From an optimization exercise on the open Yosys and OpenROAD flow, aimed at small area; shortcuts taken in it are not production practice. The RTL was checked by simulation tests, not by an equivalence proof against the original design. The flow treats the clock pin as an ideal source, which a real chip does not have. Power figures rest on the tool's default switching activity, not on a simulated workload.

Design reg_file_32x32, start of the top module:
module reg_file_32x32 #(
  parameter int DATA_W = regfile_pkg::DATA_W,
  parameter int ADDR_W = regfile_pkg::ADDR_W,
  parameter int DEPTH  = regfile_pkg::DEPTH
) (
  input  logic              clk,
  input  logic              reset,
  input  logic [ADDR_W-1:0] rd_addr1,
  input  logic [ADDR_W-1:0] rd_addr2,
  output logic [DATA_W-1:0] rd_data1,
  output logic [DATA_W-1:0] rd_data2,
  input  logic              wr_en,
  input  logic [ADDR_W-1:0] wr_addr,
  input  logic [DATA_W-1:0] wr_data
);
==> flow/config.mk <==
export PLATFORM = sky130hd
export DESIGN_NAME = reg_file_32x32
export DESIGN_NICKNAME = reg_file_32x32
export VERILOG_FILES = /design/flow/design.v
export SDC_FILE = /design/flow/constraint.sdc
export NUM_CORES = 4
export LEC_CHECK = 0
export CAP_MARGIN = 0
export CORE_MARGIN = 2
export CORE_UTILIZATION = 50
export GPL_TIMING_DRIVEN = 0
export SLEW_MARGIN = 0
export SYNTH_HIERARCHICAL = 1
==> flow/constraint.sdc <==
create_clock -name core_clock -period 6.0 [get_ports {clk}]
set_input_delay 1.2000 -clock core_clock [delete_from_list [all_inputs] [get_ports {clk}]]
set_output_delay 1.2000 -clock core_clock [all_outputs]
set_load 0.01 [all_outputs]
standard.sh (not shown) runs the stock make flow with config.mk's settings and CLKGATE_MAP_FILE= SYNTH_SCRIPT=/design/flow/synth_recipe.tcl, a recipe that flattens the netlist after the stock synthesis.
==> flow/flow/run.sh <==
#!/bin/bash
# The standard ORFS layout with changes that only affect which buffers and
# drive strengths the layout uses:
#  - before the resize step's repair_design, drivers of nets that break max
#    slew/cap are upsized (flow/sizer.tcl) instead of being buffered;
#  - clock tree from clkbuf_8 leaf clusters of up to 20 flip-flops, without
#    dummy balancing loads;
#  - buf_1 port buffers.
# The make output goes to flow_make.log; each ORFS step logs under orfs/logs.
set -euo pipefail
export PRE_RESIZE_TCL="$PWD/flow/sizer.tcl"
export CTS_ARGS="-sink_clustering_enable -repair_clock_nets -dont_use_dummy_load -sink_clustering_size 20 -sink_clustering_max_diameter 60 -buf_list {sky130_fd_sc_hd__clkbuf_8}"
export BUFFER_PORTS_ARGS="-buffer_cell sky130_fd_sc_hd__buf_1"
bash standard.sh finish > flow_make.log 2>&1
==> flow/flow/sizer.tcl <==
# Runs before the resize step's repair_design (PRE_RESIZE_TCL). Upsizes the
# drivers of nets that break max slew or max capacitance, one step at a time
# to the next larger cell of the same function, so that repair_design has
# fewer nets left to fix with buffers.
set_dont_use $::env(DONT_USE_CELLS)
estimate_parasitics -placement
sta::make_equiv_cells [get_libs *]

proc sizer_next_up {lib_cell} {
  set best ""
  set best_a 1e9
  set a0 [get_property $lib_cell area]
  foreach c [sta::find_equiv_cells $lib_cell] {
    if {[get_property $c dont_use]} continue
    set a [get_property $c area]
    if {$a > $a0 && $a < $best_a} {
      set best $c
      set best_a $a
    }
  }
  return $best
}

for {set pass 0} {$pass < 10} {incr pass} {
  set tmpname [file join [pwd] sizer_viol.rpt]
  report_check_types -max_slew -max_capacitance -violators > $tmpname
  set fh [open $tmpname]
  set txt [read $fh]
  close $fh
  set drv [dict create]
  foreach line [split $txt "\n"] {
    if {![string match "*VIOLATED*" $line]} continue
    set p [get_pins -quiet [lindex $line 0]]
    if {$p eq ""} continue
    set net [get_nets -quiet -of_objects $p]
    if {$net eq ""} continue
    foreach d [get_pins -quiet -of_objects $net -filter "direction==output"] {
      dict set drv [get_full_name [get_cells -of_objects $d]] 1
    }
  }
  puts "sizer pass $pass: [dict size $drv] drivers with violations"
  if {[dict size $drv] == 0} break
  set n 0
  dict for {iname _} $drv {
    set inst [get_cells $iname]
    set up [sizer_next_up [get_lib_cells -of_objects $inst]]
    if {$up ne ""} {
      replace_cell $inst $up
      incr n
    }
  }
  puts "sizer pass $pass: upsized $n"
  if {$n == 0} break
  estimate_parasitics -placement
}
The baseline never finished: it broke off in placement repair (3_4_place_resized).
Next try:
==> flow/flow/run.sh (replaced) <==
#!/bin/bash
# The standard ORFS layout with changes that only affect which buffers and
# drive strengths the layout uses:
#  - before the resize step's repair_design, drivers of nets that break max
#    slew/cap are upsized (flow/sizer.tcl) instead of being buffered;
#  - clock tree from clkbuf_8 leaf clusters of up to 24 flip-flops, without
#    dummy balancing loads; leaf buffers whose flip-flops see more than 105 ps
#    of clock slew are then upsized (flow/clkfix.tcl);
#  - buf_1 port buffers.
# The make output goes to flow_make.log; each ORFS step logs under orfs/logs.
set -euo pipefail
export PRE_RESIZE_TCL="$PWD/flow/sizer.tcl"
export POST_CTS_TCL="$PWD/flow/clkfix.tcl"
export CTS_ARGS="-sink_clustering_enable -repair_clock_nets -dont_use_dummy_load -sink_clustering_size 24 -sink_clustering_max_diameter 70 -buf_list {sky130_fd_sc_hd__clkbuf_8}"
export BUFFER_PORTS_ARGS="-buffer_cell sky130_fd_sc_hd__buf_1"
bash standard.sh finish > flow_make.log 2>&1
==> flow/flow/clkfix.tcl (new file) <==
estimate_parasitics -placement
set ladder {sky130_fd_sc_hd__clkbuf_1 sky130_fd_sc_hd__clkbuf_2 sky130_fd_sc_hd__clkbuf_4 sky130_fd_sc_hd__clkbuf_8 sky130_fd_sc_hd__clkbuf_16}
for {set pass 0} {$pass < 4} {incr pass} {
  set todo [dict create]
  foreach p [get_pins -hierarchical */CLK] {
    set s 0
    foreach rf {rise fall} {
      set v [get_property $p slew_max_$rf]
      if {$v > $s} { set s $v }
    }
    if {$s <= 0.105} continue
    set net [get_nets -of_objects $p]
    foreach d [get_pins -quiet -of_objects $net -filter "direction==output"] {
      dict set todo [get_full_name [get_cells -of_objects $d]] 1
    }
  }
  set n 0
  dict for {iname _} $todo {
    set inst [get_cells $iname]
    set ref [get_property $inst ref_name]
    set i [lsearch $ladder $ref]
    if {$i < 0 || $i == [llength $ladder] - 1} continue
    replace_cell $inst [get_lib_cells */[lindex $ladder [expr {$i + 1}]]]
    incr n
  }
  puts "clkfix pass $pass: upsized $n clock buffers"
  if {$n == 0} break
  estimate_parasitics -placement
}
detailed_placement
estimate_parasitics -placement
--- a/flow/flow/sizer.tcl
+++ b/flow/flow/sizer.tcl
@@ -23,5 +23,5 @@
 
 for {set pass 0} {$pass < 10} {incr pass} {
-  set tmpname [file join [pwd] sizer_viol.rpt]
+  set tmpname [file join $::env(LOG_DIR) sizer_viol.rpt]
   report_check_types -max_slew -max_capacitance -violators > $tmpname
   set fh [open $tmpname]
- CELL_PAD_IN_SITES_DETAIL_PLACEMENT: unset -> 1
- CORE_UTILIZATION: 50 -> 60
What happened: With this change the flow finished clean; synthesized area stays the same; synthesized cell count does not change.


reg_file_32x32 again, from the RTL that the note above started with.
Settings: LEC_CHECK=0, CAP_MARGIN=0, CORE_MARGIN=2, CORE_UTILIZATION=50, GPL_TIMING_DRIVEN=0, SLEW_MARGIN=0, SYNTH_HIERARCHICAL=1; clock period 6.0 ns.
==> flow/flow/run.sh <==
#!/bin/bash
# The standard ORFS layout with changes that only affect which buffers and
# drive strengths the layout uses:
#  - before the resize step's repair_design, drivers of nets that break max
#    slew/cap are upsized (flow/sizer.tcl) instead of being buffered;
#  - clock tree from clkbuf_8 leaf clusters of up to 20 flip-flops, without
#    dummy balancing loads; leaf buffers whose flip-flops see more than 95 ps
#    of clock slew are then upsized (flow/clkfix.tcl);
#  - buf_1 port buffers.
# The make output goes to flow_make.log; each ORFS step logs under orfs/logs.
set -euo pipefail
export PRE_RESIZE_TCL="$PWD/flow/sizer.tcl"
export POST_CTS_TCL="$PWD/flow/clkfix.tcl"
export CTS_ARGS="-sink_clustering_enable -repair_clock_nets -dont_use_dummy_load -sink_clustering_size 20 -sink_clustering_max_diameter 60 -buf_list {sky130_fd_sc_hd__clkbuf_8}"
export BUFFER_PORTS_ARGS="-buffer_cell sky130_fd_sc_hd__buf_1"
bash standard.sh finish > flow_make.log 2>&1
==> flow/flow/clkfix.tcl <==
estimate_parasitics -placement
set ladder {sky130_fd_sc_hd__clkbuf_1 sky130_fd_sc_hd__clkbuf_2 sky130_fd_sc_hd__clkbuf_4 sky130_fd_sc_hd__clkbuf_8 sky130_fd_sc_hd__clkbuf_16}
for {set pass 0} {$pass < 4} {incr pass} {
  set todo [dict create]
  foreach p [get_pins -hierarchical */CLK] {
    set s 0
    foreach rf {rise fall} {
      set v [get_property $p slew_max_$rf]
      if {$v > $s} { set s $v }
    }
    if {$s <= 0.095} continue
    set net [get_nets -of_objects $p]
    foreach d [get_pins -quiet -of_objects $net -filter "direction==output"] {
      dict set todo [get_full_name [get_cells -of_objects $d]] 1
    }
  }
  set n 0
  dict for {iname _} $todo {
    set inst [get_cells $iname]
    set ref [get_property $inst ref_name]
    set i [lsearch $ladder $ref]
    if {$i < 0 || $i == [llength $ladder] - 1} continue
    replace_cell $inst [get_lib_cells */[lindex $ladder [expr {$i + 1}]]]
    incr n
  }
  puts "clkfix pass $pass: upsized $n clock buffers"
  if {$n == 0} break
  estimate_parasitics -placement
}
detailed_placement
estimate_parasitics -placement
Other scripts of this flow, unchanged in this note and not shown: flow/flow/sizer.tcl
The first run finished clean.
Change:
--- a/flow/flow/run.sh
+++ b/flow/flow/run.sh
@@ -6,2 +6,2 @@
-#  - clock tree from clkbuf_8 leaf clusters of up to 20 flip-flops, without
-#    dummy balancing loads; leaf buffers whose flip-flops see more than 95 ps
+#  - clock tree from clkbuf_8 leaf clusters of up to 24 flip-flops, without
+#    dummy balancing loads; leaf buffers whose flip-flops see more than 105 ps
@@ -14 +14 @@
-export CTS_ARGS="-sink_clustering_enable -repair_clock_nets -dont_use_dummy_load -sink_clustering_size 20 -sink_clustering_max_diameter 60 -buf_list {sky130_fd_sc_hd__clkbuf_8}"
+export CTS_ARGS="-sink_clustering_enable -repair_clock_nets -dont_use_dummy_load -sink_clustering_size 24 -sink_clustering_max_diameter 70 -buf_list {sky130_fd_sc_hd__clkbuf_8}"
--- a/flow/flow/clkfix.tcl
+++ b/flow/flow/clkfix.tcl
@@ -11 +11 @@
-    if {$s <= 0.095} continue
+    if {$s <= 0.105} continue
Settings changed: CELL_PAD_IN_SITES_DETAIL_PLACEMENT set to 1.
Power is lower by 2.4%. Count of clock-buffer cells in the layout falls by 21. Final area shrinks by 0.53%.

afterwards: timing with drivers on the ports:
The flow's constraints put no driver on any port. The routed layouts listed below were extracted and timed again, unchanged, in two steps. Step 1, drivers: a clkbuf_16 drives clk and a buf_2 each remaining input, both assumed. Step 2 times the ports against the registers' clock, not the clock port: input delays grow and output delays shrink by t, the midpoint of the rising clock arrivals with the driver on. a / b / c = ideal ports / drivers / drivers and shift; a / b = the first two.
| run | t, ns | slack for setup (ns) | hold WS [ns] | latest minus earliest clock arrival (ns) | slew at the worst register clock pin (ns) |
|---|---|---|---|---|---|
| the second run of note 1 | 0.849 | 0.382 / 0.256 / 0.256 | 0.504 / 0.504 / 0.504 | 0.051 / 0.051 | 0.11 / 0.11 |
| the first run of note 2 | 0.788 | 0.607 / 0.521 / 0.521 | 0.500 / 0.500 / 0.500 | 0.092 / 0.092 | 0.10 / 0.10 |
| the second run of note 2 | 0.848 | 0.497 / 0.313 / 0.313 | 0.506 / 0.506 / 0.506 | 0.062 / 0.062 | 0.11 / 0.11 |
After both steps setup and hold are still met in every run listed. The setup slack of the second run of note 2, which loses most, moves by -0.184 ns with the drivers and by -0.184 ns with both steps.
